Source: an optimization exercise on an open RTL-to-GDS flow (aim: small area, a short achievable clock period and few clock cycles). Production flows keep margins and buffers that such runs may drop.
Where RTL was checked, it was by simulation tests only, not by an equivalence proof against the original.
Only the layout flow was run in runs 1 to 4; the RTL was not checked for function there.
No activity file was given, so power comes from the tool's default toggle rates.

## flow/config.mk

```make
export PLATFORM = sky130hd
export DESIGN_NAME = online_shop
export DESIGN_NICKNAME = online_shop
export VERILOG_FILES = /design/flow/design.v
export SDC_FILE = /design/flow/constraint.sdc
export NUM_CORES = 4
export LEC_CHECK = 0
export CAP_MARGIN = 20
export CORE_MARGIN = 2
export CORE_UTILIZATION = 50
export CTS_CLUSTER_DIAMETER = 100
export CTS_CLUSTER_SIZE = 20
export SLEW_MARGIN = 20
```

## flow/constraint.sdc

```tcl
create_clock -name core_clock -period 9.0 [get_ports {clk}]
set_input_delay 1.8000 -clock core_clock [delete_from_list [all_inputs] [get_ports {clk}]]
set_output_delay 1.8000 -clock core_clock [all_outputs]
set_load 0.01 [all_outputs]
```

## flow/design.v

```verilog
package shop_pkg;
	typedef logic [15:0] money_t;
	typedef logic [5:0]  item_num_t;
	typedef logic [11:0] exp_t;
	typedef logic [7:0]  user_id_t;
	typedef enum logic [1:0] {
		item_none,
		item_small,
		item_medium,
		item_large
	} item_id_e;
	typedef enum logic [1:0] {
		lvl_platinum = 2'd0,
		lvl_gold     = 2'd1,
		lvl_silver   = 2'd2,
		lvl_copper   = 2'd3
	} level_e;
	typedef enum logic [3:0] {
		act_none    = 4'd0,
		act_buy     = 4'd1,
		act_deposit = 4'd4
	} action_e;
	typedef enum logic [3:0] {
		no_err         = 4'd0,
		inv_not_enough = 4'd2,
		out_of_money   = 4'd3,
		inv_full       = 4'd4,
		wallet_full    = 4'd8
	} err_e;
	typedef struct packed {
		item_num_t large_num;
		item_num_t medium_num;
		item_num_t small_num;
		level_e    level;
		exp_t      exp;
	} shop_info_t;
	typedef struct packed {
		item_id_e  item_id;
		item_num_t item_num;
		user_id_t  seller_id;
	} shop_hist_t;
	typedef struct packed {
		money_t     money;
		shop_hist_t shop_history;
	} user_info_t;
	typedef struct packed {
		shop_info_t shop;
		user_info_t user;
	} account_t;
	typedef union packed {
		money_t money;
		struct packed {
			logic [7:0] pad;
			user_id_t   val;
		} id;
		struct packed {
			logic [11:0] pad;
			action_e     val;
		} action;
		struct packed {
			logic [13:0] pad;
			item_id_e    val;
		} item;
		struct packed {
			logic [9:0] pad;
			item_num_t  val;
		} count;
	} data_in_t;
	typedef enum logic [3:0] {
		s_idle,
		s_user_req,
		s_user_wait,
		s_input,
		s_seller_req,
		s_seller_wait,
		s_buy_calc,
		s_dep_calc,
		s_seller_wr,
		s_seller_wr_wait,
		s_user_wr,
		s_user_wr_wait,
		s_out
	} state_e;
	localparam money_t price_small  = 16'd100;
	localparam money_t price_medium = 16'd200;
	localparam money_t price_large  = 16'd300;
	localparam money_t fee_platinum = 16'd10;
	localparam money_t fee_gold     = 16'd30;
	localparam money_t fee_silver   = 16'd50;
	localparam money_t fee_copper   = 16'd70;
	localparam exp_t exp_small  = 12'd20;
	localparam exp_t exp_medium = 12'd40;
	localparam exp_t exp_large  = 12'd60;
	localparam exp_t exp_to_silver   = 12'd1000;
	localparam exp_t exp_to_gold     = 12'd2500;
	localparam exp_t exp_to_platinum = 12'd4000;
	localparam money_t money_max = 16'd65535;
	localparam int dram_word_bits = 64;
endpackage
`timescale 1ns/1ps
module cnt_mul
(
	input  logic [1:0] item,
	input  logic [5:0] cnt,
	output logic [7:0] nk      
);
	assign nk = (item[0] ? 8'(cnt) : 8'd0) + (item[1] ? 8'({cnt, 1'b0}) : 8'd0);
endmodule
module price_mul
(
	input  logic [7:0]  nk,
	output logic [14:2] pk
);
	logic [12:0] pa, pb, pc, ps, pcy;
	assign pa  = 13'({nk, 4'd0});
	assign pb  = 13'({nk, 3'd0});
	assign pc  = 13'(nk);
	assign ps  = pa ^ pb ^ pc;
	assign pcy = (pa & pb) | (pa & pc) | (pb & pc);
	assign pk  = ps + {pcy[11:0], 1'b0};
endmodule
module fee_lut
(
	input  logic [1:0] level,
	output logic [6:0] fee_m2
);
	always_comb begin
		case (level)
			2'd0:    fee_m2 = 7'd8;
			2'd1:    fee_m2 = 7'd28;
			2'd2:    fee_m2 = 7'd48;
			default: fee_m2 = 7'd68;
		endcase
	end
endmodule
module money_sub
(
	input  logic [15:0] money,
	input  logic [16:0] opb,      
	input  logic [6:0]  fee_m2,
	input  logic        c9,       
	output logic [9:0]  lo,       
	output logic [16:9] hi
);
	logic [16:0] op_a, op_c, cs_s, cs_c;
	assign op_a = {1'b0, money};
	assign op_c = ~{10'd0, fee_m2};
	assign cs_s = op_a ^ opb ^ op_c;
	assign cs_c = (op_a & opb) | (op_a & op_c) | (opb & op_c);
	assign lo   = 10'(cs_s[8:0]) + 10'({cs_c[7:0], 1'b0});
	assign hi   = cs_s[16:9] + cs_c[15:8] + 8'(c9);
endmodule
module exp_upd
(
	input  logic [11:0] exp_in,
	input  logic [1:0]  lvl,
	input  logic [7:0]  nk,
	output logic [11:0] exp_new,
	output logic [1:0]  lvl_new
);
	logic [12:0] ea, eb, ec, es, ecy, e_sum;
	assign ea    = 13'(exp_in);
	assign eb    = 13'({nk, 4'd0});
	assign ec    = 13'({nk, 2'd0});
	assign es    = ea ^ eb ^ ec;
	assign ecy   = (ea & eb) | (ea & ec) | (eb & ec);
	assign e_sum = es + {ecy[11:0], 1'b0};
	always_comb begin
		lvl_new = lvl;
		exp_new = e_sum[11:0];
		case (lvl)
			2'd3: if (e_sum >= 13'd1000) begin lvl_new = 2'd2; exp_new = 12'd0; end
			2'd2: if (e_sum >= 13'd2500) begin lvl_new = 2'd1; exp_new = 12'd0; end
			2'd1: if (e_sum >= 13'd4000) begin lvl_new = 2'd0; exp_new = 12'd0; end
			default: exp_new = 12'd0;
		endcase
	end
endmodule
module hold_add
(
	input  logic [17:0] holds,    
	input  logic [1:0]  item,
	input  logic [5:0]  cnt,
	output logic [6:0]  sum
);
	logic [5:0] h;
	always_comb begin
		case (item)
			2'd1:    h = holds[5:0];
			2'd2:    h = holds[11:6];
			2'd3:    h = holds[17:12];
			default: h = 6'd0;
		endcase
	end
	assign sum = 7'(h) + 7'(cnt);
endmodule
module hold_sub
(
	input  logic [17:0] holds,    
	input  logic [1:0]  item,
	input  logic [5:0]  cnt,
	output logic [5:0]  diff
);
	logic [5:0] h;
	always_comb begin
		case (item)
			2'd1:    h = holds[5:0];
			2'd2:    h = holds[11:6];
			2'd3:    h = holds[17:12];
			default: h = 6'd0;
		endcase
	end
	assign diff = h - cnt;
endmodule
module dep_add
(
	input  logic [15:0] money,
	input  logic [15:0] amount,
	output logic [16:0] sum
);
	assign sum = 17'(money) + 17'(amount);
endmodule
module sell_money
(
	input  logic [15:0] money,
	input  logic [14:0] pk,
	output logic [15:0] money_new
);
	logic [16:0] s;
	assign s = 17'(money) + 17'(pk);
	assign money_new = s[16] ? 16'hffff : s[15:0];
endmodule
module stock_chk
(
	input  logic [17:0] holds,    
	input  logic [1:0]  item,
	input  logic [5:0]  cnt,
	output logic        ok
);
	function automatic logic ge6(input logic [5:0] h, input logic [5:0] c);
		logic g;
		g = 1'b1;
		for (int i = 0; i < 6; i++)
			g = (h[i] & ~c[i]) | ((h[i] | ~c[i]) & g);
		ge6 = g;
	endfunction
	logic ge1, ge2, ge3;
	assign ge1 = ge6(holds[5:0],   cnt);
	assign ge2 = ge6(holds[11:6],  cnt);
	assign ge3 = ge6(holds[17:12], cnt);
	always_comb begin
		case (item)
			2'd1:    ok = ge1;
			2'd2:    ok = ge2;
			2'd3:    ok = ge3;
			default: ok = cnt == 6'd0;
		endcase
	end
endmodule
`timescale 1ns/1ps
module online_shop
(
	input  logic         clk,
	input  logic         inf,
	input  logic [15:0]  data_in,
	input  logic         id_valid,
	input  logic         act_valid,
	input  logic         item_valid,
	input  logic         num_valid,
	input  logic         amnt_valid,
	input  logic         c_out_valid,
	input  logic [63:0]  c_data_r,
	output logic         c_in_valid,
	output logic         c_r_wb,
	output logic [7:0]   c_addr,
	output logic [63:0]  c_data_w,
	output logic         out_valid,
	output logic [3:0]   err_msg,
	output logic         complete,
	output logic [31:0]  out_info
);
	localparam int IDLE  = 0;   
	localparam int UREQ  = 1;   
	localparam int UWAIT = 2;   
	localparam int HAVEU = 3;   
	localparam int DCALC = 4;   
	localparam int SREQ  = 5;   
	localparam int SWAIT = 6;   
	localparam int WREQ  = 7;   
	localparam int WWAIT = 8;   
	localparam int SERR  = 9;   
	localparam int NST   = 10;
	logic [NST-1:0] st;
	logic [NST-1:0] nst;
	logic           pend;
	logic           can_req;
	logic [7:0]  uid;
	logic [7:0]  sid;
	logic [7:0]  xin;       
	logic        got_sid;
	logic        got_amt;
	logic [16:0] opb;       
	logic [63:0] wbuf;
	logic [63:0] sbuf;
	logic        inv_full_q;
	logic        req;
	logic        rd;
	logic [7:0]  addr_n;
	logic        ovld;
	logic [3:0]  err_n;
	wire [1:0] item = xin[7:6];
	wire [5:0] cnt  = xin[5:0];
	assign c_data_w = wbuf;
	assign out_info = {mreg[15:0], xin[7:0], sid};
	always_ff @(posedge clk or negedge inf) begin
		if (!inf)
			pend <= 1'b0;
		else
			pend <= c_in_valid || (pend && !c_out_valid);
	end
	assign can_req = !c_in_valid && (!pend || c_out_valid);
	logic req_q;
	assign c_in_valid = req_q || st[WREQ];
	always_ff @(posedge clk) begin
		if (id_valid && st[IDLE])
			uid <= data_in[7:0];
		if (st[DCALC])
			{xin[7:0], sid} <= {ua_dep[7:0], ua_dep[15:8]};
		else if (st[SERR])
			{xin[7:0], sid} <= 16'd0;
		else begin
			if (id_valid && !st[IDLE])
				sid <= data_in[7:0];
			if (num_valid)
				xin[5:0] <= data_in[5:0];
			if (item_valid)
				xin[7:6] <= data_in[1:0];
		end
		if (id_valid && st[IDLE]) begin
			got_sid <= 1'b0;
			got_amt <= 1'b0;
		end else begin
			if (id_valid)
				got_sid <= 1'b1;
			if (amnt_valid)
				got_amt <= 1'b1;
		end
	end
	logic [7:0]  nk;
	logic [7:0]  nk_n;
	logic [14:2] pk_n;
	cnt_mul u_cnt_mul (.item(item), .cnt(data_in[5:0]), .nk(nk_n));
	price_mul u_price_mul (.nk(nk), .pk(pk_n));
	always_ff @(posedge clk) begin
		if (num_valid)
			nk <= nk_n;
		if (amnt_valid)
			opb <= {1'b0, data_in};
		else if (!got_amt)
			opb <= ~{2'b00, pk_n, 2'b00};
	end
	logic [63:0] ua, sa, ra;
	assign ua = {wbuf[39:32], wbuf[47:40], wbuf[55:48], wbuf[63:56],
	             wbuf[7:0],   wbuf[15:8],  wbuf[23:16], wbuf[31:24]};
	assign sa = {sbuf[39:32], sbuf[47:40], sbuf[55:48], sbuf[63:56],
	             sbuf[7:0],   sbuf[15:8],  sbuf[23:16], sbuf[31:24]};
	assign ra = {c_data_r[39:32], c_data_r[47:40], c_data_r[55:48], c_data_r[63:56],
	             c_data_r[7:0],   c_data_r[15:8],  c_data_r[23:16], c_data_r[31:24]};
	logic [6:0]  fee_m2;
	logic [9:0]  m_lo;      
	logic [16:9] m_hi;      
	logic        c9_q;      
	logic [16:0] mreg;      
	logic        money_low;
	logic        mwb;       
	logic [11:0] exp_new;
	logic [1:0]  lvl_new;
	logic [6:0]  u_hsum;
	logic        inv_full;
	logic [63:0] ua_buy, ua_buy_w;
	fee_lut   u_fee  (.level(ua[45:44]), .fee_m2(fee_m2));
	money_sub u_msub (.money(ua[31:16]), .opb(opb), .fee_m2(fee_m2), .c9(c9_q),
	                  .lo(m_lo), .hi(m_hi));
	assign money_low = mwb ? m_hi[16] : mreg[16];
	exp_upd   u_exp  (.exp_in(ua[43:32]), .lvl(ua[45:44]), .nk(nk), .exp_new(exp_new), .lvl_new(lvl_new));
	hold_add  u_uadd (.holds(ua[63:46]), .item(item), .cnt(cnt), .sum(u_hsum));
	assign inv_full = u_hsum[6];
	always_comb begin
		ua_buy = ua;
		case (item)
			2'd1: ua_buy[51:46] = u_hsum[5:0];
			2'd2: ua_buy[57:52] = u_hsum[5:0];
			2'd3: ua_buy[63:58] = u_hsum[5:0];
			default: ;
		endcase
		ua_buy[15:0]  = {item, cnt, sid};
	end
	assign ua_buy_w = {ua_buy[39:32], ua_buy[47:40], ua_buy[55:48], ua_buy[63:56],
	                   ua_buy[7:0],   ua_buy[15:8],  ua_buy[23:16], ua_buy[31:24]};
	logic [16:0] d_sum;
	logic        ovf;
	logic [63:0] ua_dep;
	dep_add u_dep (.money(ua[31:16]), .amount(opb[15:0]), .sum(d_sum));
	assign ovf    = d_sum[16];
	assign ua_dep = {wbuf[63:16], d_sum[7:0], d_sum[15:8]};
	logic [15:0] s_money;
	logic [5:0]  s_hdiff;
	logic [63:0] sa_new, sa_new_w;
	sell_money u_smon (.money(sa[31:16]), .pk(~opb[14:0]), .money_new(s_money));
	hold_sub   u_ssub (.holds(sa[63:46]), .item(item), .cnt(cnt), .diff(s_hdiff));
	always_comb begin
		sa_new = sa;
		case (item)
			2'd1: sa_new[51:46] = s_hdiff;
			2'd2: sa_new[57:52] = s_hdiff;
			2'd3: sa_new[63:58] = s_hdiff;
			default: ;
		endcase
		sa_new[31:16] = s_money;
	end
	assign sa_new_w = {sa_new[39:32], sa_new[47:40], sa_new[55:48], sa_new[63:56],
	                   sa_new[7:0],   sa_new[15:8],  sa_new[23:16], sa_new[31:24]};
	logic stock_ok;
	stock_chk u_stock (.holds(ra[63:46]), .item(item), .cnt(cnt), .ok(stock_ok));
	logic [3:0] buy_err;
	logic stock_ok_q;
	always_ff @(posedge clk)
		stock_ok_q <= stock_ok;
	assign buy_err  = inv_full_q ? 4'd4 : !stock_ok_q ? 4'd2 : mreg[16] ? 4'd3 : 4'd0;
	logic u_go, sid_now, amt_now, buy_ok, u_req;
	assign u_go    = st[HAVEU] || (st[UWAIT] && c_out_valid);
	assign sid_now = got_sid || id_valid;
	assign amt_now = got_amt || amnt_valid;
	assign buy_ok  = !inv_full_q && !money_low && stock_ok;
	assign u_req   = ((st[IDLE] && id_valid) || st[UREQ]) && can_req;
	always_comb begin
		nst[IDLE]  = (st[IDLE] && !id_valid) || (st[DCALC] && !ovf) || st[SERR] || (st[WWAIT] && c_out_valid);
		nst[UREQ]  = ((st[IDLE] && id_valid) || st[UREQ]) && !can_req;
		nst[UWAIT] = u_req || (st[UWAIT] && !c_out_valid);
		nst[HAVEU] = u_go && !sid_now && !amt_now;
		nst[DCALC] = u_go && !sid_now && amt_now;
		nst[SREQ]  = u_go && sid_now;
		nst[SWAIT] = st[SREQ] || (st[SWAIT] && !c_out_valid);
		nst[WREQ]  = st[SWAIT] && c_out_valid && buy_ok;
		nst[SERR]  = (st[SWAIT] && c_out_valid && !buy_ok) || (st[DCALC] && ovf);
		nst[WWAIT] = st[WREQ] || (st[WWAIT] && !c_out_valid);
		req  = u_req || nst[SREQ] || (st[DCALC] && !ovf) || (st[WWAIT] && c_out_valid);
		ovld = (st[DCALC] && !ovf) || st[SERR] || (st[WWAIT] && c_out_valid);
		rd   = st[IDLE] || st[UREQ] || st[UWAIT] || st[HAVEU];
		err_n = !st[SERR] ? 4'd0 : got_amt ? 4'd8 : buy_err;
		if (st[IDLE])
			addr_n = data_in[7:0];
		else if (st[UWAIT] || st[HAVEU])
			addr_n = id_valid ? data_in[7:0] : sid;
		else if (st[WREQ] || st[WWAIT])
			addr_n = sid;
		else
			addr_n = uid;
	end
	always_ff @(posedge clk or negedge inf) begin
		if (!inf) begin
			st         <= NST'(1) << IDLE;
			req_q      <= 1'b0;
			out_valid  <= 1'b0;
		end else begin
			st         <= nst;
			req_q      <= req;
			out_valid  <= ovld;
		end
	end
	always_ff @(posedge clk) begin
		c_r_wb   <= rd;
		c_addr   <= addr_n;
		err_msg  <= err_n;
		complete <= (err_n == 4'd0);
	end
	always_ff @(posedge clk) begin
		if (st[UWAIT])
			wbuf <= c_data_r;
		else if (st[SREQ])
			wbuf <= ua_buy_w;
		else if (mwb)
		begin
			{wbuf[7:0], wbuf[15:8]} <= {m_hi[15:9], mreg[8:0]};
			{wbuf[53:48], wbuf[63:56]} <= {lvl_new, exp_new};
		end
		else if (st[DCALC])
			wbuf <= ua_dep;
		else if (st[WREQ])
			wbuf <= sa_new_w;
		sbuf <= c_data_r;
		mwb  <= st[SREQ];
		if (st[SREQ])
			c9_q <= m_lo[9];
		if (st[SREQ])
			mreg[8:0] <= m_lo[8:0];
		else if (st[DCALC] || st[SERR])
			mreg[8:0] <= 9'd0;
		if (mwb)
			mreg[16:9] <= m_hi;
		else if (st[DCALC] || st[SERR])
			mreg[16:9] <= 8'd0;
		if (st[SREQ])
			inv_full_q <= inv_full;
	end
endmodule
```

## flow/flow/run.sh

```bash
#!/bin/bash
# Own flow: the standard layout (standard.sh, unchanged synthesis and steps) with two
# extra ORFS settings passed on make's command line:
#  - port buffers are buf_1 cells instead of the default delay-buffer cells;
set -euo pipefail
cd "$(dirname "$0")/.."
bash standard.sh \
  "BUFFER_PORTS_ARGS=-buffer_cell sky130_fd_sc_hd__buf_1" \
  SETUP_SLACK_MARGIN=5.8 \
  finish > flow_make.log 2>&1
```

## flow/standard.sh

```bash
#!/bin/bash
# synth_recipe.tcl (not shown) runs the flow's synth.tcl, then flattens the netlist and writes it again
# the make line also repeats each setting of config.mk as NAME=value (left out here)
make -C /OpenROAD-flow-scripts/flow DESIGN_CONFIG=/design/flow/config.mk WORK_HOME=/design/flow/orfs CLKGATE_MAP_FILE= SYNTH_SCRIPT=/design/flow/synth_recipe.tcl "${@:-finish}"
```

==> results of run 1 <==
-- placed cells by master (no fill, tap or decap), drive strengths merged, types with 21 or more instances in the layout --
cell	n
buf	248
clkbuf	26
nor2	67
fa	24
edfxtp	131
nand2	110
dfxtp	83
xnor2	39
ha	101
xor2	21
a21o	28
nor2b	22
a21oi	73
inv	113
mux2i	35
o21ai	120
-- cell families after synthesis --
family          Yosys count  share of synthesized area (%)
simple gates            295                          10.74
xor+xnor                 60                          4.040
mux                      40                          3.082
fa+ha+maj               132                          13.76
flops                   227                          44.88
buf+inv                 176                          5.481
compound gates          363                          18.02
-- critical path: stages, from the launching register on --
cell      delay [ns]
edfxtp_1        0.47
fa_1            0.56
fa_2            0.40
a211oi_4        0.37
o211ai_1        0.15
mux2i_2         0.26
o21bai_4        0.10
o31ai_4         0.23
o211ai_2        0.18
a21boi_2        0.17
a21boi_4        0.21
-- registers in the layout (all words and copies together), names as in the netlist --
register and flops:
sbuf 64, wbuf 64, mreg 17, opb 17, st 10, c_addr 8
nk 8, sid 8, uid 8, xin 8, err_msg 4, c9_q 1
c_r_wb 1, complete 1, got_amt 1, got_sid 1, inv_full_q 1, mwb 1
out_valid 1, pend 1, req_q 1, stock_ok_q 1
-- report_power, final --
group          leakage (nW)  switching, W  internal [W]  total [W]
clock                 0.204      0.000363      0.000318   0.000681
combinational          3.84      0.000368      0.000292   0.000660
sequential             2.05     0.0000254       0.00114    0.00117
-- metrics by stage --
step | std cells | hold slack (ns) | cell area (sq um) | utilization (%) | power, W
after global routing | 1841 | 0.4796 | 15280 | 58.80 | 0.002629
after detailed placement | 1772 | 0.4420 | 14180 | 54.59 | 0.001765
after global placement | 1772 | 0.4345 | 14180 | 54.59 | 0.001760
after CTS | 1819 | 0.4579 | 14890 | 57.30 | 0.002472
final | 1841 | 0.4566 | 15280 | 58.80 | 0.002506
after floorplan | 1293 | 0.4159 | 13250 | - | 0.001611
-- per-layer routing --
layer	wire [microns]	up-vias	part of all wire, %	GRT usage [%]
li1	-	4999	-	-
met1	17530	4903	47	37.91
met2	16460	335	45	40.78
met3	2070	65	5.6	3.137
met4	914	0	2.5	6.897
met5	0	-	0	0
-- layout make-up --
class | instances | area (sq um) | area share (%)
clock buffers | 23 | 405.4 | 2.653
clock inverters | 3 | 25.02 | 0.1638
inverters | 112 | 424.2 | 2.776
multi-input cells | 890 | 6895 | 45.13
flip-flops and latches | 227 | 5928 | 38.80
well taps | 335 | 419.2 | 2.743
repair buffers | 251 | 1182 | 7.738
-- how the worst max path moves through the flow --
stage / from / endpoint / slack [ns]
floorplan: nk[2] / wbuf[52] / 5.71
global placement: data_in[0] / nk[5] / 5.31
detailed placement: data_in[0] / nk[5] / 5.23
CTS: nk[2] / wbuf[53] / 5.60
global route: nk[2] / wbuf[53] / 5.44
finish: wbuf[60] / wbuf[53] / 5.61
-- repair_timing --
action / 4_1_cts / 5_1_grt
cloned: 0 / 1
pin swaps: 12 / 15
setup buffers: 21 / 21
gates resized for setup: 30 / 53
endpoints found under the setup margin: 40 / 45
==> results.txt, run 1 <==
Final net count -> 1710
Wire length per cell -> 20.08 microns
PnR worst setup slack -> 5.608 ns
Initial core utilization -> 50.78%
CTS tree -> built
Synthesized area per cell -> 10.20 sq um
Register area share after synthesis -> 44.88%
RSZ-0062 raised after global routing -> yes
CP Data Arrival Time -> 3.59 ns
Synth Register Bits -> 227
Clock latency on the worst-skew pair -> 0.50 ns
Vias in the first global route -> 9949
Hold/Removal Path Class -> flop to flop
Fillcell total -> 2284
Clk buf depth -> 3
Syn. warnings -> 6
Chip height -> 166.4 microns
Sum Neg Setup Slack -> 0 ns
Synthesized area -> 13190 sq um
Max-slew violations -> 0
FF-to-FF End -> wbuf[53]
CTS Sinks -> 227
Buffers on Ports -> 198
Via count -> 10300
Synth top area cells -> edfxtp_1, dfxtp_1, ha_1
Hold Path Sink -> err_msg[0]
Max FO, Critical Path -> 6
Fin crit period -> 3.392 ns
Die X -> 166.4 microns
WL final -> 36.97 mm
Most common cell in the netlist -> edfxtp_1
Number of max-cap violations -> 0
Slew headroom -> 31.40%
# hold bufs at CTS -> 0
Synth top cells by count -> edfxtp_1, o21ai_0, inv_1
# DRC -> 0
Fmax -> 294.8 MHz
Core region area -> 25980 sq um
Reg2reg setup slack -> 5.61 ns
Clock Skews -> 0.01432 ns
Cts bufs inserted -> 15
Top cell type by total area after synthesis -> edfxtp_1
P_leak -> 6.095 nW
Antenna-violating nets left -> 0
Netlist cell types -> 84
DRT Pass-1 Iters -> 5
Htree depth -> 1
Setup Viol. Count Final -> 0
DR iter-0 viols -> 803
Syn_nets -> 1506
Yosys top cell area share -> 29.82%
FP Rows -> 59
Worst ir drop on vdd -> 0.1695 mV
P&R area growth vs syn -> 15.81%
Tcrit/Tclk final -> 37.69%
Die ar. -> 27700 sq um
Commonest register cell after synthesis -> edfxtp_1
Vias/cell -> 5.596
Final Hold Viols -> 0
Synthesized instance count -> 1293
Critical path class -> flop to flop
Pin count of the biggest net entering global routing -> 74
Antenna Cells -> 0
Cell depth of the worst hold path -> 2
Layout cells sized above 1 -> 10.89%
Crit path launch type -> flop
Crit end category -> flop
Critical hold path startpoint -> stock_ok_q
DP HPWL -> 26.79 mm
Initial antenna violation count -> 0
Async SR Flop Fraction -> 5.727%
Root Driver -> clkbuf_16
Post-synth EDFFs -> 131
GR Overflow Total -> 0
Critical path required time -> 9.20 ns
GR Util All Layers -> 25.86%
Dpl ws -> 5.232 ns
Reg2Reg Depth -> 10
RD Place Congestion -> 0.9306
IO Count -> 200
First-pass GRT wire length -> 56.38 mm
Clk slew on worst S/H paths -> 0.09 ns
Worst r2r src -> wbuf[60]
Pwr per Cell Area -> 164.0 nW/um^2
Worst-margin pin slew -> 1.025 ns
Status -> finished clean
==> run 2, diff against run 1 <==
--- a/flow/design.v
+++ b/flow/design.v
@@ -299,7 +299,7 @@
 	logic [7:0]  xin;       
 	logic        got_sid;
 	logic        got_amt;
-	logic [16:0] opb;       
+	logic [14:2] pkr;       
 	logic [63:0] wbuf;
 	logic [63:0] sbuf;
 	logic        inv_full_q;
@@ -329,8 +329,10 @@
 		else if (st[SERR])
 			{xin[7:0], sid} <= 16'd0;
 		else begin
-			if (id_valid && !st[IDLE])
+			if ((id_valid && !st[IDLE]) || amnt_valid)
 				sid <= data_in[7:0];
+			if (amnt_valid)
+				xin <= data_in[15:8];
 			if (num_valid)
 				xin[5:0] <= data_in[5:0];
 			if (item_valid)
@@ -354,10 +356,7 @@
 	always_ff @(posedge clk) begin
 		if (num_valid)
 			nk <= nk_n;
-		if (amnt_valid)
-			opb <= {1'b0, data_in};
-		else if (!got_amt)
-			opb <= ~{2'b00, pk_n, 2'b00};
+		pkr <= pk_n;
 	end
 	logic [63:0] ua, sa, ra;
 	assign ua = {wbuf[39:32], wbuf[47:40], wbuf[55:48], wbuf[63:56],
@@ -379,7 +378,7 @@
 	logic        inv_full;
 	logic [63:0] ua_buy, ua_buy_w;
 	fee_lut   u_fee  (.level(ua[45:44]), .fee_m2(fee_m2));
-	money_sub u_msub (.money(ua[31:16]), .opb(opb), .fee_m2(fee_m2), .c9(c9_q),
+	money_sub u_msub (.money(ua[31:16]), .opb(~{2'b00, pkr, 2'b00}), .fee_m2(fee_m2), .c9(c9_q),
 	                  .lo(m_lo), .hi(m_hi));
 	assign money_low = mwb ? m_hi[16] : mreg[16];
 	exp_upd   u_exp  (.exp_in(ua[43:32]), .lvl(ua[45:44]), .nk(nk), .exp_new(exp_new), .lvl_new(lvl_new));
@@ -400,13 +399,13 @@
 	logic [16:0] d_sum;
 	logic        ovf;
 	logic [63:0] ua_dep;
-	dep_add u_dep (.money(ua[31:16]), .amount(opb[15:0]), .sum(d_sum));
+	dep_add u_dep (.money(ua[31:16]), .amount({xin, sid}), .sum(d_sum));
 	assign ovf    = d_sum[16];
 	assign ua_dep = {wbuf[63:16], d_sum[7:0], d_sum[15:8]};
 	logic [15:0] s_money;
 	logic [5:0]  s_hdiff;
 	logic [63:0] sa_new, sa_new_w;
-	sell_money u_smon (.money(sa[31:16]), .pk(~opb[14:0]), .money_new(s_money));
+	sell_money u_smon (.money(sa[31:16]), .pk({pkr, 2'b00}), .money_new(s_money));
 	hold_sub   u_ssub (.holds(sa[63:46]), .item(item), .cnt(cnt), .diff(s_hdiff));
 	always_comb begin
 		sa_new = sa;
==> results.txt, run 2 <==
Status -> finished clean
Commonest register cell after synthesis -> edfxtp_1
Final hold slack -> 0.4410 ns (-0.01563 ns)
Cell depth of the worst hold path -> 2 (unchanged)
Synthesized area -> 12660 sq um (-4.0%)
Commonest non-fill, non-tap cell in the layout -> buf_1
Chip height -> 163.1 microns (-2.0%)
CTS Sinks -> 223 (-1.8%)
CTS tree -> built
Fin crit period -> 3.714 ns (+0.3223 ns)
Layout cells sized above 1 -> 10.89% (about the same)
Buffers on Ports -> 198 (unchanged)
Sum Neg Setup Slack -> 0 ns (unchanged)
RD Place Congestion -> 0.8954 (-3.8%)
Yosys top cell area share -> 27.27% (-2.5 points)
Pwr per Cell Area -> 401.1 nW/um^2 (+140%)
Antenna-violating nets left -> 0 (unchanged)
Synthesized area per cell -> 10.44 sq um (+2.3%)
P&R area growth vs syn -> 15.53%
Async SR Flop Fraction -> 5.830% (+0.10 points)
Initial antenna violation count -> 1 (+1)
Vias in the first global route -> 9745 (-2.1%)
FP Rows -> 58 (-1.7%)
WL final -> 35.07 mm (-5.1%)
RSZ-0062 raised after global routing -> yes
Vias/cell -> 5.672 (+1.4%)
Root Driver -> clkbuf_16
Syn. warnings -> 6 (unchanged)
Final Hold Viols -> 0 (unchanged)
Via count -> 9943 (-3.5%)
Critical path class -> flop to flop
# hold bufs at CTS -> 0 (unchanged)
Syn_nets -> 1420 (-5.7%)
GR Util All Layers -> 26.04% (+0.18 points)
DRT Pass-1 Iters -> 5 (unchanged)
Crit end category -> flop
Tcrit/Tclk final -> 41.27% (+3.6 points)
Crit path launch type -> flop
CP Data Arrival Time -> 3.94 ns (+0.35 ns)
Core region area -> 25040 sq um (-3.6%)
P_leak -> 5.957 nW (-2.3%)
Initial core utilization -> 50.57% (-0.20 points)
Slew headroom -> 29.32% (-2.1 points)
Synthesized instance count -> 1213 (-6.2%)
Max-slew violations -> 0 (unchanged)
Clk slew on worst S/H paths -> 0.09 ns (about the same)
Synth top cells by count -> edfxtp_1, ha_1, dfxtp_1
Die ar. -> 26610 sq um (-3.9%)
Final net count -> 1621 (-5.2%)
Worst-margin pin slew -> 1.060 ns (+0.03499 ns)
Wire length per cell -> 20.01 microns (-0.38%)
First-pass GRT wire length -> 53.36 mm (-5.4%)
IO Count -> 200 (unchanged)
Critical path required time -> 9.23 ns (+0.03 ns)
Reg2Reg Depth -> 11 (+1)
GR Overflow Total -> 0 (unchanged)
DR iter-0 viols -> 665 (-17%)
Synth Register Bits -> 223 (-1.8%)
Number of max-cap violations -> 0 (unchanged)
Top cell type by total area after synthesis -> edfxtp_1
Most frequent cells in the layout -> buf_1, edfxtp_1, dfxtp_1
Post-synth EDFFs -> 115 (-12%)
# DRC -> 0 (unchanged)
Hold/Removal Path Class -> flop to flop
Clock Skews -> 0.01952 ns (+0.005209 ns)
Synth top area cells -> edfxtp_1, dfxtp_1, ha_1
Antenna Cells -> 0 (unchanged)
DP HPWL -> 25.66 mm (-4.2%)
Max FO, Critical Path -> 5 (-1)
Fmax -> 269.2 MHz (-8.7%)
Netlist cell types -> 78 (-7.1%)
Clk buf depth -> 3 (unchanged)
Top flop regs -> sbuf: 64 flops, wbuf: 64 flops, mreg: 17 flops
Pin count of the biggest net entering global routing -> 95 (+28%)
Register area share after synthesis -> 44.87% (about the same)
Htree depth -> 1 (unchanged)
Clock latency on the worst-skew pair -> 0.50 ns (about the same)
Cts bufs inserted -> 15 (unchanged)
Worst ir drop on vdd -> 0.2845 mV (+68%)
Most common cell in the netlist -> edfxtp_1
Die X -> 163.1 microns (-2.0%)
Setup Viol. Count Final -> 0 (unchanged)
-- run 2: cell types whose count changed in the layout (fill, tap and decap cells not counted), sizes merged, moves of 8 or more --
cell	before	now
o21ai	120	88
inv	113	88
nand2	110	90
edfxtp	131	115
dfxtp	83	95
o211ai	17	6
a22o	14	22
a2bb2oi	1	9
and2	17	25
o22a	1	9
-- run 2: worst max-delay path, cell delays in order (launching register included) --
cell	delay, ns
edfxtp_1	0.46
fa_1	0.57
ha_1	0.24
a211o_1	0.30
a21o_1	0.19
a2111o_1	0.41
a21boi_2	0.21
o41ai_2	0.11
a222oi_1	0.37
buf_4	0.24
nor4_4	0.06
a221o_1	0.29
-- run 2: final timing paths --
kind,to,start,slack [ns]
max,wbuf[62],nk[2],5.29
min,err_msg[0],stock_ok_q,0.44
max reg2reg,wbuf[62],nk[2],5.29
min reg2reg,err_msg[0],stock_ok_q,0.44
max in group asynchronous,st[2],inf,7.17
min in group asynchronous,st[9],inf,1.33
-- run 2: cell type report --
type / instances / area [sq um]
clock buffers: 22 / 401.6
clock inverters: 4 / 31.28
fillers: 2247 / 10410
inverters: 88 / 330.3
multi-input cells: 840 / 6614
flip-flops and latches: 223 / 5685
well taps: 330 / 412.9
repair buffers: 246 / 1154
-- run 2: cell families (layout without fill, tap and decap cells) --
| logic type | Yosys count | in the layout | share of synthesized area [%] |
|---|---|---|---|
| compound gates | 344 | 344 | 18.33 |
| xor+xnor | 54 | 54 | 3.735 |
| simple gates | 273 | 273 | 10.63 |
| buf+inv | 150 | 360 | 5.237 |
| flops | 223 | 223 | 44.87 |
| fa+ha+maj | 128 | 128 | 13.83 |
| mux | 41 | 41 | 3.360 |
-- run 2: power breakdown --
| part | leakage, nW | total [W] | internal [W] | switching (W) |
|---|---|---|---|---|
| Combinational | 3.70 | 0.00347 | 0.00148 | 0.00199 |
| Clock | 0.210 | 0.000679 | 0.000318 | 0.000361 |
| Sequential | 2.05 | 0.00172 | 0.00150 | 0.000221 |
| Total | 5.96 | 0.00587 | 0.00330 | 0.00257 |
-- run 2: through the flow --
stage | instance area [sq um] | cells | power, W | setup slack, ns | util [%]
2_1_floorplan | 12690 | 1213 | 0.004038 | 5.316 | -
3_3_place_gp | 13600 | 1691 | 0.004771 | 4.901 | 54.34
3_5_place_dp | 13600 | 1691 | 0.004830 | 4.896 | 54.34
4_1_cts | 14310 | 1735 | 0.005652 | 5.359 | 57.16
5_1_grt | 14630 | 1753 | 0.006335 | 5.127 | 58.43
6_report | 14630 | 1753 | 0.005868 | 5.286 | 58.43
-- run 2: layer usage --
layer | track usage (%) | vias to the layer above | part of all wire (%)
met5 | 0 | - | 0
met4 | 6.798 | 0 | 2.5
met3 | 3.631 | 48 | 4.6
met2 | 47.21 | 251 | 50
met1 | 32.56 | 4868 | 43
li1 | - | 4776 | -
-- run 2: timing repair --
item                       in CTS  in global routing
setup endpoints to repair      39                 35
setup buffers                  18                 17
gates resized for setup        29                 38
gates cloned                    0                  1
pin swaps                      11                 10
hold endpoints to repair        0                  0
==> run 3, diff against run 2 <==
--- a/flow/design.v
+++ b/flow/design.v
@@ -109,7 +109,8 @@
 module price_mul
 (
 	input  logic [7:0]  nk,
-	output logic [14:2] pk
+	output logic [14:2] pk,
+	output logic [11:2] xk
 );
 	logic [12:0] pa, pb, pc, ps, pcy;
 	assign pa  = 13'({nk, 4'd0});
@@ -118,6 +119,7 @@
 	assign ps  = pa ^ pb ^ pc;
 	assign pcy = (pa & pb) | (pa & pc) | (pb & pc);
 	assign pk  = ps + {pcy[11:0], 1'b0};
+	assign xk  = 10'({nk, 2'd0}) + 10'(nk);
 endmodule
 module fee_lut
 (
@@ -154,17 +156,12 @@
 (
 	input  logic [11:0] exp_in,
 	input  logic [1:0]  lvl,
-	input  logic [7:0]  nk,
+	input  logic [11:0] xk,
 	output logic [11:0] exp_new,
 	output logic [1:0]  lvl_new
 );
-	logic [12:0] ea, eb, ec, es, ecy, e_sum;
-	assign ea    = 13'(exp_in);
-	assign eb    = 13'({nk, 4'd0});
-	assign ec    = 13'({nk, 2'd0});
-	assign es    = ea ^ eb ^ ec;
-	assign ecy   = (ea & eb) | (ea & ec) | (eb & ec);
-	assign e_sum = es + {ecy[11:0], 1'b0};
+	logic [12:0] e_sum;
+	assign e_sum = 13'(exp_in) + 13'(xk);
 	always_comb begin
 		lvl_new = lvl;
 		exp_new = e_sum[11:0];
@@ -300,6 +297,7 @@
 	logic        got_sid;
 	logic        got_amt;
 	logic [14:2] pkr;       
+	logic [11:0] xk;        
 	logic [63:0] wbuf;
 	logic [63:0] sbuf;
 	logic        inv_full_q;
@@ -351,12 +349,14 @@
 	logic [7:0]  nk;
 	logic [7:0]  nk_n;
 	logic [14:2] pk_n;
+	logic [11:2] xk_n;
 	cnt_mul u_cnt_mul (.item(item), .cnt(data_in[5:0]), .nk(nk_n));
-	price_mul u_price_mul (.nk(nk), .pk(pk_n));
+	price_mul u_price_mul (.nk(nk), .pk(pk_n), .xk(xk_n));
 	always_ff @(posedge clk) begin
 		if (num_valid)
 			nk <= nk_n;
 		pkr <= pk_n;
+		xk <= {xk_n, 2'b00};
 	end
 	logic [63:0] ua, sa, ra;
 	assign ua = {wbuf[39:32], wbuf[47:40], wbuf[55:48], wbuf[63:56],
@@ -381,7 +381,7 @@
 	money_sub u_msub (.money(ua[31:16]), .opb(~{2'b00, pkr, 2'b00}), .fee_m2(fee_m2), .c9(c9_q),
 	                  .lo(m_lo), .hi(m_hi));
 	assign money_low = mwb ? m_hi[16] : mreg[16];
-	exp_upd   u_exp  (.exp_in(ua[43:32]), .lvl(ua[45:44]), .nk(nk), .exp_new(exp_new), .lvl_new(lvl_new));
+	exp_upd   u_exp  (.exp_in(ua[43:32]), .lvl(ua[45:44]), .xk(xk), .exp_new(exp_new), .lvl_new(lvl_new));
 	hold_add  u_uadd (.holds(ua[63:46]), .item(item), .cnt(cnt), .sum(u_hsum));
 	assign inv_full = u_hsum[6];
 	always_comb begin
@@ -392,6 +392,8 @@
 			2'd3: ua_buy[63:58] = u_hsum[5:0];
 			default: ;
 		endcase
+		ua_buy[45:44] = lvl_new;
+		ua_buy[43:32] = exp_new;
 		ua_buy[15:0]  = {item, cnt, sid};
 	end
 	assign ua_buy_w = {ua_buy[39:32], ua_buy[47:40], ua_buy[55:48], ua_buy[63:56],
@@ -479,10 +481,7 @@
 		else if (st[SREQ])
 			wbuf <= ua_buy_w;
 		else if (mwb)
-		begin
 			{wbuf[7:0], wbuf[15:8]} <= {m_hi[15:9], mreg[8:0]};
-			{wbuf[53:48], wbuf[63:56]} <= {lvl_new, exp_new};
-		end
 		else if (st[DCALC])
 			wbuf <= ua_dep;
 		else if (st[WREQ])
==> results.txt, run 3 <==
Number of max-cap violations -> 0 (unchanged)
Power Total -> 0.005459 W (-7.0%)
Critical path required time -> 9.35 ns (+0.12 ns)
GR Util All Layers -> 27.51% (+1.5 points)
Buffers on Ports -> 198 (unchanged)
Synthesized area -> 12980 sq um (+2.5%)
Htree depth -> 1 (unchanged)
Vias/cell -> 5.698 (+0.46%)
Setup Viol. Count Final -> 0 (unchanged)
Synth top area cells -> edfxtp_1, dfxtp_1, ha_1
Root Driver -> clkbuf_16
Clock Skews -> 0.01123 ns (-0.008292 ns)
Die ar. -> 27260 sq um (+2.4%)
CTS Sinks -> 231 (+3.6%)
Clk slew on worst S/H paths -> 0.09 ns (about the same)
Initial core utilization -> 51.24% (+0.67 points)
Worst path slowest cell -> maj3_2
Yosys top cell area share -> 26.61% (-0.66 points)
CTS tree -> built
CP most frequent cell -> maj3_2
Async SR Flop Fraction -> 5.628% (-0.20 points)
Critical path class -> input port to flop
RSZ-0062 raised after global routing -> yes
FP Rows -> 58 (unchanged)
PnR worst setup slack -> 5.727 ns (+0.4412 ns)
Top cell type by total area after synthesis -> edfxtp_1
Post-synth EDFFs -> 115 (unchanged)
Sum Neg Setup Slack -> 0 ns (unchanged)
Max FO, Critical Path -> 3 (-2)
P_leak -> 6.027 nW (+1.2%)
Synthesized area per cell -> 10.06 sq um (-3.6%)
Final Hold Viols -> 0 (unchanged)
Syn. warnings -> 6 (unchanged)
Commonest non-fill, non-tap cell in the layout -> buf_1
Synth top cells by count -> edfxtp_1, dfxtp_1, inv_1, nand2_1, ha_1
Core region area -> 25330 sq um (+1.2%)
Core Util, Final -> 58.85% (+0.42 points)
Cts bufs inserted -> 15 (unchanged)
CP peak stage delay -> 0.34 ns (-0.23 ns)
Clk buf depth -> 3 (unchanged)
Hold/Removal Path Class -> flop to flop
P&R area growth vs syn -> 14.85%
WL final -> 38.33 mm (+9.3%)
Chip height -> 165.1 microns (+1.2%)
Top flop regs -> sbuf: 64 flops, wbuf: 64 flops, mreg: 17 flops
Pin count of the biggest net entering global routing -> 61 (-36%)
Cell depth of the worst hold path -> 2 (unchanged)
Crit path launch type -> input port
GR Overflow Total -> 0 (unchanged)
Fin crit period -> 3.273 ns (-0.4412 ns)
Crit end category -> flop
# hold bufs at CTS -> 0 (unchanged)
Worst ir drop on vdd -> 0.2365 mV (-17%)
Initial antenna violation count -> 1 (unchanged)
IO Count -> 200 (unchanged)
Die X -> 165.1 microns (+1.2%)
Worst-margin pin slew -> 1.024 ns (-0.03638 ns)
DRT Pass-1 Iters -> 8 (+3)
# DRC -> 0 (unchanged)
Most common cell in the netlist -> edfxtp_1
CP cell instances -> buf_8 -> inv_2 -> maj3_2 -> maj3_2 -> maj3_2 -> nor3b_2 -> nor3b_2 -> buf_4 -> a2111oi_4 -> o22ai_1
Netlist cell types -> 77 (-1.3%)
DR iter-0 viols -> 947 (+42%)
Antenna-violating nets left -> 0 (unchanged)
Most frequent cells in the layout -> buf_1, edfxtp_1, inv_1, dfxtp_1, nand2_1
Reg2Reg Depth -> 11 (unchanged)
Layout cells sized above 1 -> 9.243% (-1.6 points)
Commonest register cell after synthesis -> edfxtp_1
Status -> finished clean
Wire length per cell -> 20.99 microns (+4.9%)
Synth Register Bits -> 231 (+3.6%)
Pwr per Cell Area -> 366.3 nW/um^2 (-8.7%)
Final net count -> 1690 (+4.3%)
RD Place Congestion -> 0.8709 (-2.7%)
Syn_nets -> 1495 (+5.3%)
CP Data Arrival Time -> 3.62 ns (-0.32 ns)
DP HPWL -> 27.45 mm (+7.0%)
Synthesized instance count -> 1290 (+6.3%)
Dpl ws -> 5.147 ns (+0.2514 ns)
Fmax -> 305.5 MHz (+13%)
Vias in the first global route -> 9814 (+0.71%)
Max-slew violations -> 0 (unchanged)
Tcrit/Tclk final -> 36.37% (-4.9 points)
Slew headroom -> 31.75% (+2.4 points)
First-pass GRT wire length -> 56.68 mm (+6.2%)
Via count -> 10410 (+4.6%)
Register area share after synthesis -> 45.02% (+0.14 points)
Clock latency on the worst-skew pair -> 0.49 ns (about the same)
==> run 3: worst max-delay path: cells and delay by family <==
family / cells / cell delay, ns
buffers and inverters: 3 / 0.27
adders and majority gates: 3 / 0.95
and+or+nand+nor: 2 / 0.28
AOI/OAI and AO/OA: 2 / 0.33
==> run 3: area by class of cell <==
| type | count | area (sq um) |
|---|---|---|
| clock buffer | 23 | 405.4 |
| inverter | 110 | 414.1 |
| sequential | 231 | 5849 |
| clock inverter | 2 | 37.54 |
| timing repair buffer | 239 | 1157 |
| tap | 330 | 412.9 |
| fill | 2285 | 10420 |
| antenna | 3 | 7.507 |
| multi-input combinational | 888 | 6620 |
==> run 3: cells by family (layout without fill, tap and decap cells) <==
kind of cell | Yosys count | in the layout | share of synthesized area, %
adders and majority gates | 123 | 123 | 12.81
muxes | 38 | 38 | 3.047
AOI/OAI and AO/OA | 362 | 362 | 18.29
xor gates and xnor gates | 56 | 56 | 3.779
buffers and inverters | 171 | 374 | 5.438
and+or+nand+nor | 309 | 309 | 11.62
other | 0 | 3 | 0
DFF | 231 | 231 | 45.02
==> run 3: per-layer routing <==
metal	global-route usage (%)	share of wire, %
met2	43.90	45
met5	0	0
met3	4.595	7.4
met4	7.984	2.7
met1	38.66	45
==> run 3: through the flow <==
stage	area [sq um]	std cells	hold WS (ns)
floorplan	13000	1290	0.4159
global placement	13930	1766	0.4299
detailed placement	13960	1767	0.4352
CTS	14590	1805	0.4474
global route	14900	1823	0.4831
finish	14900	1826	0.4441
==> run 3: path summary, 6_finish.rpt <==
path | end | slack (ns) | from
worst max-delay path | st[9] | 5.73 | c_data_r[35]
worst min-delay path | err_msg[0] | 0.44 | stock_ok_q
worst max register to register | wbuf[6] | 5.88 | wbuf[8]
worst min register to register | err_msg[0] | 0.44 | stock_ok_q
max in group asynchronous | st[2] | 7.12 | inf
min in group asynchronous | st[5] | 1.34 | inf
==> run 3: power breakdown <==
part | switching (W) | internal (W) | total (W)
logic | 0.00176 | 0.00127 | 0.00303
registers | 0.000240 | 0.00148 | 0.00172
clock network | 0.000366 | 0.000344 | 0.000709
==> run 3: repair_timing <==
action / CTS / global route
gates cloned: 0 / 2
endpoints found under the hold margin: 0 / 0
setup buffers: 13 / 16
gates resized for setup: 23 / 38
pin swaps: 2 / 14
setup endpoints to repair: 56 / 69
==> run 4, diff against run 3 <==
--- a/flow/design.v
+++ b/flow/design.v
@@ -297,6 +297,8 @@
 	logic        got_sid;
 	logic        got_amt;
 	logic [14:2] pkr;       
+	logic        sdone;     
+	logic        fail;      
 	logic [11:0] xk;        
 	logic [63:0] wbuf;
 	logic [63:0] sbuf;
@@ -324,7 +326,7 @@
 			uid <= data_in[7:0];
 		if (st[DCALC])
 			{xin[7:0], sid} <= {ua_dep[7:0], ua_dep[15:8]};
-		else if (st[SERR])
+		else if (fail)
 			{xin[7:0], sid} <= 16'd0;
 		else begin
 			if ((id_valid && !st[IDLE]) || amnt_valid)
@@ -429,13 +431,20 @@
 		stock_ok_q <= stock_ok;
 	assign buy_err  = inv_full_q ? 4'd4 : !stock_ok_q ? 4'd2 : mreg[16] ? 4'd3 : 4'd0;
 	logic u_go, sid_now, amt_now, buy_ok, u_req;
+	always_ff @(posedge clk or negedge inf) begin
+		if (!inf)
+			sdone <= 1'b0;
+		else
+			sdone <= st[SWAIT] && c_out_valid;
+	end
+	assign fail = st[SERR] || (sdone && !st[WREQ]);
 	assign u_go    = st[HAVEU] || (st[UWAIT] && c_out_valid);
 	assign sid_now = got_sid || id_valid;
 	assign amt_now = got_amt || amnt_valid;
 	assign buy_ok  = !inv_full_q && !money_low && stock_ok;
 	assign u_req   = ((st[IDLE] && id_valid) || st[UREQ]) && can_req;
 	always_comb begin
-		nst[IDLE]  = (st[IDLE] && !id_valid) || (st[DCALC] && !ovf) || st[SERR] || (st[WWAIT] && c_out_valid);
+		nst[IDLE]  = (st[IDLE] && !id_valid) || (st[DCALC] && !ovf) || fail || (st[WWAIT] && c_out_valid);
 		nst[UREQ]  = ((st[IDLE] && id_valid) || st[UREQ]) && !can_req;
 		nst[UWAIT] = u_req || (st[UWAIT] && !c_out_valid);
 		nst[HAVEU] = u_go && !sid_now && !amt_now;
@@ -443,12 +452,12 @@
 		nst[SREQ]  = u_go && sid_now;
 		nst[SWAIT] = st[SREQ] || (st[SWAIT] && !c_out_valid);
 		nst[WREQ]  = st[SWAIT] && c_out_valid && buy_ok;
-		nst[SERR]  = (st[SWAIT] && c_out_valid && !buy_ok) || (st[DCALC] && ovf);
+		nst[SERR]  = st[DCALC] && ovf;
 		nst[WWAIT] = st[WREQ] || (st[WWAIT] && !c_out_valid);
 		req  = u_req || nst[SREQ] || (st[DCALC] && !ovf) || (st[WWAIT] && c_out_valid);
-		ovld = (st[DCALC] && !ovf) || st[SERR] || (st[WWAIT] && c_out_valid);
+		ovld = (st[DCALC] && !ovf) || fail || (st[WWAIT] && c_out_valid);
 		rd   = st[IDLE] || st[UREQ] || st[UWAIT] || st[HAVEU];
-		err_n = !st[SERR] ? 4'd0 : got_amt ? 4'd8 : buy_err;
+		err_n = !fail ? 4'd0 : st[SERR] ? 4'd8 : buy_err;
 		if (st[IDLE])
 			addr_n = data_in[7:0];
 		else if (st[UWAIT] || st[HAVEU])
@@ -492,11 +501,11 @@
 			c9_q <= m_lo[9];
 		if (st[SREQ])
 			mreg[8:0] <= m_lo[8:0];
-		else if (st[DCALC] || st[SERR])
+		else if (st[DCALC] || fail)
 			mreg[8:0] <= 9'd0;
 		if (mwb)
 			mreg[16:9] <= m_hi;
-		else if (st[DCALC] || st[SERR])
+		else if (st[DCALC] || fail)
 			mreg[16:9] <= 8'd0;
 		if (st[SREQ])
 			inv_full_q <= inv_full;
==> results.txt, run 4 <==
CTS tree -> built
Chip height -> 165.4 microns (+0.19%)
Wire length per cell -> 20.17 microns (-3.9%)
Status -> finished clean
Register area share after synthesis -> 45.03% (about the same)
Sum Neg Setup Slack -> 0 ns (unchanged)
Max FO, Critical Path -> 3 (unchanged)
IO Count -> 200 (unchanged)
Core region area -> 25840 sq um (+2.0%)
Pwr per Cell Area -> 352.3 nW/um^2 (-3.8%)
Pin count of the biggest net entering global routing -> 63 (+3.3%)
WL final -> 36.63 mm (-4.4%)
Slew headroom -> 32.26% (+0.51 points)
CTS Sinks -> 232 (+0.43%)
CP top delay family -> adder cells
CP Data Arrival Time -> 3.67 ns (+0.05 ns)
P_leak -> 5.989 nW (-0.63%)
DR iter-0 viols -> 712 (-25%)
Tcrit/Tclk final -> 36.65% (+0.28 points)
Post-synth EDFFs -> 115 (unchanged)
Critical path class -> input port to flop
RD Place Congestion -> 0.8672 (-0.42%)
Top flop regs -> sbuf: 64 flops, wbuf: 64 flops, mreg: 17 flops
Crit path launch type -> input port
Synth top area cells -> edfxtp_1, dfxtp_1, ha_1
Clk buf depth -> 3 (unchanged)
Clock latency on the worst-skew pair -> 0.50 ns (about the same)
First-pass GRT wire length -> 54.73 mm (-3.4%)
GR Util All Layers -> 26.21% (-1.3 points)
Initial antenna violation count -> 1 (unchanged)
Synth top cells by count -> edfxtp_1, dfxtp_1, nand2_1
GR Overflow Total -> 0 (unchanged)
Die ar. -> 27370 sq um (+0.39%)
Worst ir drop on vdd -> 0.1858 mV (-21%)
Worst-margin pin slew -> 1.016 ns (-0.007650 ns)
Final Hold Viols -> 0 (unchanged)
Crit end category -> flop
Via count -> 10350 (-0.58%)
Reg2reg setup slack -> 5.91 ns (+0.03 ns)
Htree depth -> 1 (unchanged)
Initial core utilization -> 50.43% (-0.81 points)
FP Rows -> 59 (+1.7%)
Commonest non-fill, non-tap cell in the layout -> buf_1
CP peak stage delay -> 0.33 ns (about the same)
Vias in the first global route -> 9862 (+0.49%)
# DRC -> 0 (unchanged)
Commonest register cell after synthesis -> edfxtp_1
# hold bufs at CTS -> 0 (unchanged)
Final net count -> 1676 (-0.83%)
Synthesized area per cell -> 10.20 sq um (+1.4%)
Syn. warnings -> 6 (unchanged)
Root Driver -> clkbuf_16
Hold/Removal Path Class -> flop to flop
Syn_nets -> 1482 (-0.87%)
Synthesized instance count -> 1277 (-1.0%)
Layout cells sized above 1 -> 9.324% (+0.081 points)
Setup Viol. Count Final -> 0 (unchanged)
Final hold slack -> 0.4236 ns (-0.02054 ns)
Vias/cell -> 5.697 (about the same)
Buffers on Ports -> 198 (unchanged)
Netlist cell types -> 76 (-1.3%)
Die X -> 165.4 microns (+0.19%)
Most frequent cells in the layout -> buf_1, edfxtp_1, dfxtp_1
Yosys top cell area share -> 26.51% (-0.10 points)
CP most frequent cell -> maj3_2
DP HPWL -> 26.73 mm (-2.6%)
Clk slew on worst S/H paths -> 0.09 ns (about the same)
Antenna-violating nets left -> 0 (unchanged)
Fmax -> 303.2 MHz (-0.77%)
Cts bufs inserted -> 15 (unchanged)
Async SR Flop Fraction -> 6.034% (+0.41 points)
Worst path slowest cell -> maj3_2
Number of max-cap violations -> 0 (unchanged)
Max-slew violations -> 0 (unchanged)
Clock Skews -> 0.01616 ns (+0.004923 ns)
CP cell instances -> buf_8 -> nand2b_4 -> maj3_2 -> maj3_2 -> maj3_2 -> maj3_2 -> a31oi_4 -> a2bb2oi_2 -> nor4b_4
DRT Pass-1 Iters -> 5 (-3)
P&R area growth vs syn -> 13.93%
Top cell type by total area after synthesis -> edfxtp_1
Fin crit period -> 3.299 ns (+0.02537 ns)
Worst path bufs/invs -> 1 (-2)
Synth Register Bits -> 232 (+0.43%)
Synthesized area -> 13030 sq um (+0.40%)
Critical path required time -> 9.37 ns (+0.02 ns)
RSZ-0062 raised after global routing -> yes
Most common cell in the netlist -> edfxtp_1
## run 4: cell type report
class	instances	area, sq um
antenna	1	2.502
clock buffer	24	409.1
clock inverter	2	17.52
fill	2364	10990
inverter	101	379.1
multi-input combinational	882	6648
sequential	232	5874
tap	335	419.2
timing repair buffer	239	1094
## run 4: timing repair
action / CTS / global route
endpoints found under the setup margin: 31 / 54
gates resized for setup: 11 / 38
buffers inserted: 2 / 28
pin swaps: 0 / 5
## run 4: path summary, 6_finish.rpt
path                              start       to  cells after the start
min                             got_amt    st[3]                      1
min in group asynchronous           inf    st[3]                      1
max reg2reg                    wbuf[52]  mreg[8]                     13
max                        c_data_r[44]    st[7]                      9
max in group asynchronous           inf    st[2]                      1
min reg2reg                     got_amt    st[3]                      1
## run 4: worst reg2reg max path: cells and delay by family, from the launching register on
kind | cells | cell delay [ns]
buffers and inverters | 4 | 0.46
adder cells (fa/ha/maj) | 3 | 1.00
XOR/XNOR | 1 | 0.08
AND/OR/NAND/NOR | 1 | 0.15
flip-flops | 1 | 0.52
AO/OA/AOI/OAI | 4 | 0.64
## run 4: routing by layer
layer	up-vias	share of wire [%]	global-route usage [%]
met4	0	1.8	5.212
met5	-	0	0
met1	5015	45	36.55
met3	38	6.2	3.222
li1	4967	-	-
met2	325	47	44.19
## run 4: cells by family (layout without fill, tap and decap cells)
kind of cell               Yosys count  count (layout)  synth area share (%)
adders and majority gates          126             126                 13.02
DFF                                232             232                 45.03
AOI/OAI and AO/OA                  351             351                 17.96
buffers and inverters              163             366                 5.224
and+or+nand+nor                    307             307                 11.66
other                                0               1                     0
xor gates and xnor gates            57              57                 3.832
muxes                               41              41                 3.275
## run 4: power by group
part / total (W) / switching, W / internal, W
combinational: 0.00283 / 0.00165 / 0.00117
sequential: 0.00171 / 0.000228 / 0.00148
clock: 0.000690 / 0.000371 / 0.000319
## run 4: metrics by stage
step	setup slack [ns]	cells	power [W]	cell area, sq um	util [%]
2_1_floorplan	5.455	1277	0.003643	13040	-
3_3_place_gp	5.184	1758	0.004334	13980	54.10
3_5_place_dp	5.177	1758	0.004377	13980	54.10
4_1_cts	5.692	1786	0.005105	14470	56.02
5_1_grt	5.674	1816	0.005638	14840	57.45
6_report	5.701	1816	0.005229	14840	57.45
==> run 5, diff against run 4 <==
--- a/flow/design.v
+++ b/flow/design.v
@@ -235,10 +235,17 @@
 	output logic        ok
 );
 	function automatic logic ge6(input logic [5:0] h, input logic [5:0] c);
-		logic g;
-		g = 1'b1;
-		for (int i = 0; i < 6; i++)
-			g = (h[i] & ~c[i]) | ((h[i] | ~c[i]) & g);
+		logic [5:0] eq;
+		logic       g;
+		eq = ~(h ^ c);
+		g  = &eq;
+		for (int i = 0; i < 6; i++) begin
+			logic above;
+			above = 1'b1;
+			for (int j = i + 1; j < 6; j++)
+				above = above & eq[j];
+			g = g | (h[i] & ~c[i] & above);
+		end
 		ge6 = g;
 	endfunction
 	logic ge1, ge2, ge3;
==> results.txt, run 5 <==
P_leak -> 6.017 nW (+0.47%)
Clk slew on worst S/H paths -> 0.09 ns (about the same)
Core Util, Final -> 56.78% (-0.67 points)
CTS Sinks -> 232 (unchanged)
Internal -> 0.003189 W (+7.2%)
Initial core utilization -> 50.47% (about the same)
WL final -> 36.33 mm (-0.80%)
Synthesized area -> 13040 sq um (about the same)
Worst-margin pin slew -> 1.054 ns (+0.03738 ns)
Final Hold Viols -> 0 (unchanged)
Worst ir drop on vdd -> 0.2289 mV (+23%)
# DRC -> 0 (unchanged)
Root Driver -> clkbuf_16
Commonest register cell after synthesis -> edfxtp_1
CP top delay family -> flip-flops
Max-slew violations -> 0 (unchanged)
DR iter-0 viols -> 823 (+16%)
Final net count -> 1666 (-0.60%)
Combinational fraction of design power -> 56.4% (+2.3 points)
CP peak stage delay -> 0.68 ns (+0.35 ns)
Cell depth of the worst hold path -> 1 (unchanged)
Htree depth -> 1 (unchanged)
Buffers on Ports -> 198 (unchanged)
Initial antenna violation count -> 2 (+1)
Chip height -> 165.5 microns (about the same)
Register area share after synthesis -> 44.99% (about the same)
Netlist cell types -> 74 (-2.6%)
Sw frac -> 44.03% (+0.93 points)
CP Data Arrival Time -> 1.37 ns (-2.30 ns)
Critical hold path startpoint -> got_amt
Synth top area cells -> edfxtp_1, dfxtp_1, ha_1
Synth Register Bits -> 232 (unchanged)
Syn. warnings -> 6 (unchanged)
Reg2reg setup slack -> 5.94 ns (+0.03 ns)
Async SR Flop Fraction -> 6.034% (unchanged)
Clk buf depth -> 3 (unchanged)
Clock Skews -> 0.01056 ns (-0.005600 ns)
P&R area growth vs syn -> 12.50%
Post-synth EDFFs -> 115 (unchanged)
Cts bufs inserted -> 15 (unchanged)
Most frequent cells in the layout -> buf_1, ha_1, edfxtp_1
Crit end category -> output pin
Clock network fraction of design power -> 12.1% (-1.1 points)
Synthesized instance count -> 1266 (-0.86%)
Commonest non-fill, non-tap cell in the layout -> buf_1
Critical path depth in cells -> 1 (-8)
Reg2Reg Depth -> 13 (unchanged)
Hold Path Sink -> st[3]
Synth top cells by count -> ha_1, edfxtp_1, dfxtp_1
GR Overflow Total -> 0 (unchanged)
Clock latency on the worst-skew pair -> 0.48 ns (-0.02 ns)
Vias/cell -> 5.573 (-2.2%)
Core region area -> 25840 sq um (unchanged)
Vias in the first global route -> 9369 (-5.0%)
Max FO, Critical Path -> 7 (+4)
Seq pwr share -> 31.5% (-1.2 points)
P_sw -> 0.002510 W (+11%)
Pwr per Cell Area -> 388.5 nW/um^2 (+10%)
Yosys top cell area share -> 26.48% (about the same)
IO Count -> 200 (unchanged)
Hold/Removal Path Class -> flop to flop
Status -> finished clean
Most common cell in the netlist -> ha_1
Sum Neg Setup Slack -> 0 ns (unchanged)
Syn_nets -> 1489 (+0.47%)
Final hold slack -> 0.4251 ns (+0.001545 ns)
DP HPWL -> 27.48 mm (+2.8%)
Crit path launch type -> flop
Wire length per cell -> 20.33 microns (+0.81%)
GR Util All Layers -> 25.93% (-0.27 points)
Placement Cell Area -> 14020 sq um (+0.30%)
Layout cells sized above 1 -> 6.961% (-2.4 points)
Worst path slowest cell -> edfxtp_1
Number of max-cap violations -> 0 (unchanged)
Die ar. -> 27390 sq um (about the same)
Tcrit/Tclk final -> 35.22% (-1.4 points)
Via count -> 9959 (-3.7%)
First-pass GRT wire length -> 53.59 mm (-2.1%)
Top flop regs -> sbuf: 64 flops, wbuf: 64 flops, mreg: 17 flops
Critical path class -> flop to output pin
FP Rows -> 59 (unchanged)
Fin crit period -> 3.170 ns (-0.1285 ns)
Top cell type by total area after synthesis -> edfxtp_1
Pin count of the biggest net entering global routing -> 80 (+27%)
CTS tree -> built
CP cell instances -> buf_1
Slew headroom -> 29.69% (-2.6 points)
RD Place Congestion -> 0.8878 (+2.4%)
Setup Viol. Count Final -> 0 (unchanged)
Antenna-violating nets left -> 0 (unchanged)
DRT Pass-1 Iters -> 5 (unchanged)
Fmax -> 315.4 MHz (+4.1%)
Worst path bufs/invs -> 1 (unchanged)
RSZ-0062 raised after global routing -> yes
Die X -> 165.5 microns (about the same)
Worst r2r src -> xin[6]
Design area -> 14670 sq um (-1.2%)
Synthesized area per cell -> 10.30 sq um (+0.96%)
FF-to-FF End -> wbuf[39]
Critical path required time -> 7.20 ns (-2.17 ns)
==> run 5: cell types whose count changed in the layout (fill, tap and decap cells not counted), moves of 8 or more <==
cell,delta
o21a_1,+10
ha_1,+18
nor2_1,+14
buf_4,-23
nand3_1,+9
maj3_2,-8
nor2b_1,-8
nand2_1,-18
==> run 5: worst max-delay path by stage <==
stage,slack (ns),end,startpoint
after floorplan,5.70,st[7],c_data_r[54]
after global placement,5.29,st[7],c_data_r[54]
after detailed placement,5.29,st[7],c_data_r[54]
after CTS,5.81,st[7],c_data_r[54]
after global routing,5.75,wbuf[6],sid[0]
final,5.83,out_info[13],xin[5]
==> run 5: cells by family after synthesis <==
group                    synth area share (%)
AO/OA/AOI/OAI                           18.62
buffers and inverters                   5.114
flip-flops                              44.99
XOR/XNOR                                3.896
AND/OR/NAND/NOR                         10.12
adder cells (fa/ha/maj)                 13.99
multiplexers                            3.262
==> run 5: worst reg2reg max path, cell delays in order, from the launching register on <==
cell and delay, ns:
edfxtp_1 0.41, buf_12 0.18, mux2_2 0.37, a22oi_2 0.24, inv_1 0.07, ha_1 0.26
nor2b_1 0.12, o21ai_0 0.16, nand2b_1 0.11, a21o_1 0.18, a21oi_1 0.21, xnor2_1 0.14
o311ai_0 0.33, o21a_1 0.17
==> run 5: cell type report <==
class,count,area (sq um)
clock inverters,1,5.005
diodes,1,2.502
inverters,100,375.4
well taps,335,419.2
repair buffers,217,925.9
flip-flops and latches,232,5874
fillers,2331,11170
clock buffers,24,432.9
multi-input cells,877,6635
==> run 5: timing repair <==
item                       4_1_cts  5_1_grt
hold buffers                     0        0
pin swaps                        0        2
gates resized for setup          7       26
cloned                           0        1
setup endpoints to repair       12       43
buffers inserted                 3        5
==> run 5: power groups by stage <==
stage	Combinational (W)	Clock (W)	Sequential [W]
final	0.00321	0.000691	0.00180
after global routing	0.00361	0.000740	0.00183
after CTS	0.00311	0.000710	0.00180
after detailed placement	0.00306	0	0.00183
after global placement	0.00301	0	0.00182
after floorplan	0.00224	0	0.00179
==> run 5: layer usage <==
| layer | GRT usage (%) | part of all wire, % | vias to the layer above |
|---|---|---|---|
| met4 | 6.975 | 2.8 | 2 |
| met3 | 3.297 | 6.3 | 55 |
| met2 | 41.70 | 46 | 320 |
| met1 | 36.98 | 45 | 4694 |
| met5 | 0 | 0.036 | - |
| li1 | - | - | 4888 |
==> run 5: metrics by stage <==
step	cells	power (W)	worst slack (ns)
after CTS	1780	0.005621	5.813
after floorplan	1266	0.004029	5.700
final	1787	0.005699	5.830
after global routing	1787	0.006179	5.755
after detailed placement	1752	0.004887	5.286
after global placement	1751	0.004837	5.289
Testbench counts of run 5, summed over its fixed seeds: cycles 28,975.

[re-timing with driven ports]
How much do the figures lean on ideal ports? The routed layouts below were timed once more, with nothing changed but the port constraints.
Step 1: set_driving_cell puts a clkbuf_16 on clk and a buf_2 on each other input, an assumption about the parent block.
Step 2, shift: input delay + t, output delay - t, t = (earliest + latest rising clock arrival at the registers) / 2. This alone moves slack from input paths to output paths.
Slacks: ideal / step 1 / step 2; pairs: ideal / step 1.
run	t, ns	setup slack, ns	hold slack, ns	worst slew at a driven data input, ns
run 1	0.542	5.608 / 5.608 / 5.441	0.457 / 0.457 / 0.457	0.08
run 2	0.537	5.286 / 5.286 / 5.237	0.441 / 0.441 / 0.441	0.07
run 3	0.533	5.727 / 5.707 / 5.174	0.444 / 0.444 / 0.444	0.07
run 4	0.542	5.701 / 5.709 / 5.167	0.424 / 0.424 / 0.424	0.09
run 5	0.530	5.830 / 5.779 / 5.387	0.425 / 0.425 / 0.425	0.12
After both steps setup and hold are still met in every run listed. The setup slack of run 3, which loses most, moves by -0.020 ns with the drivers and by -0.553 ns with both steps.
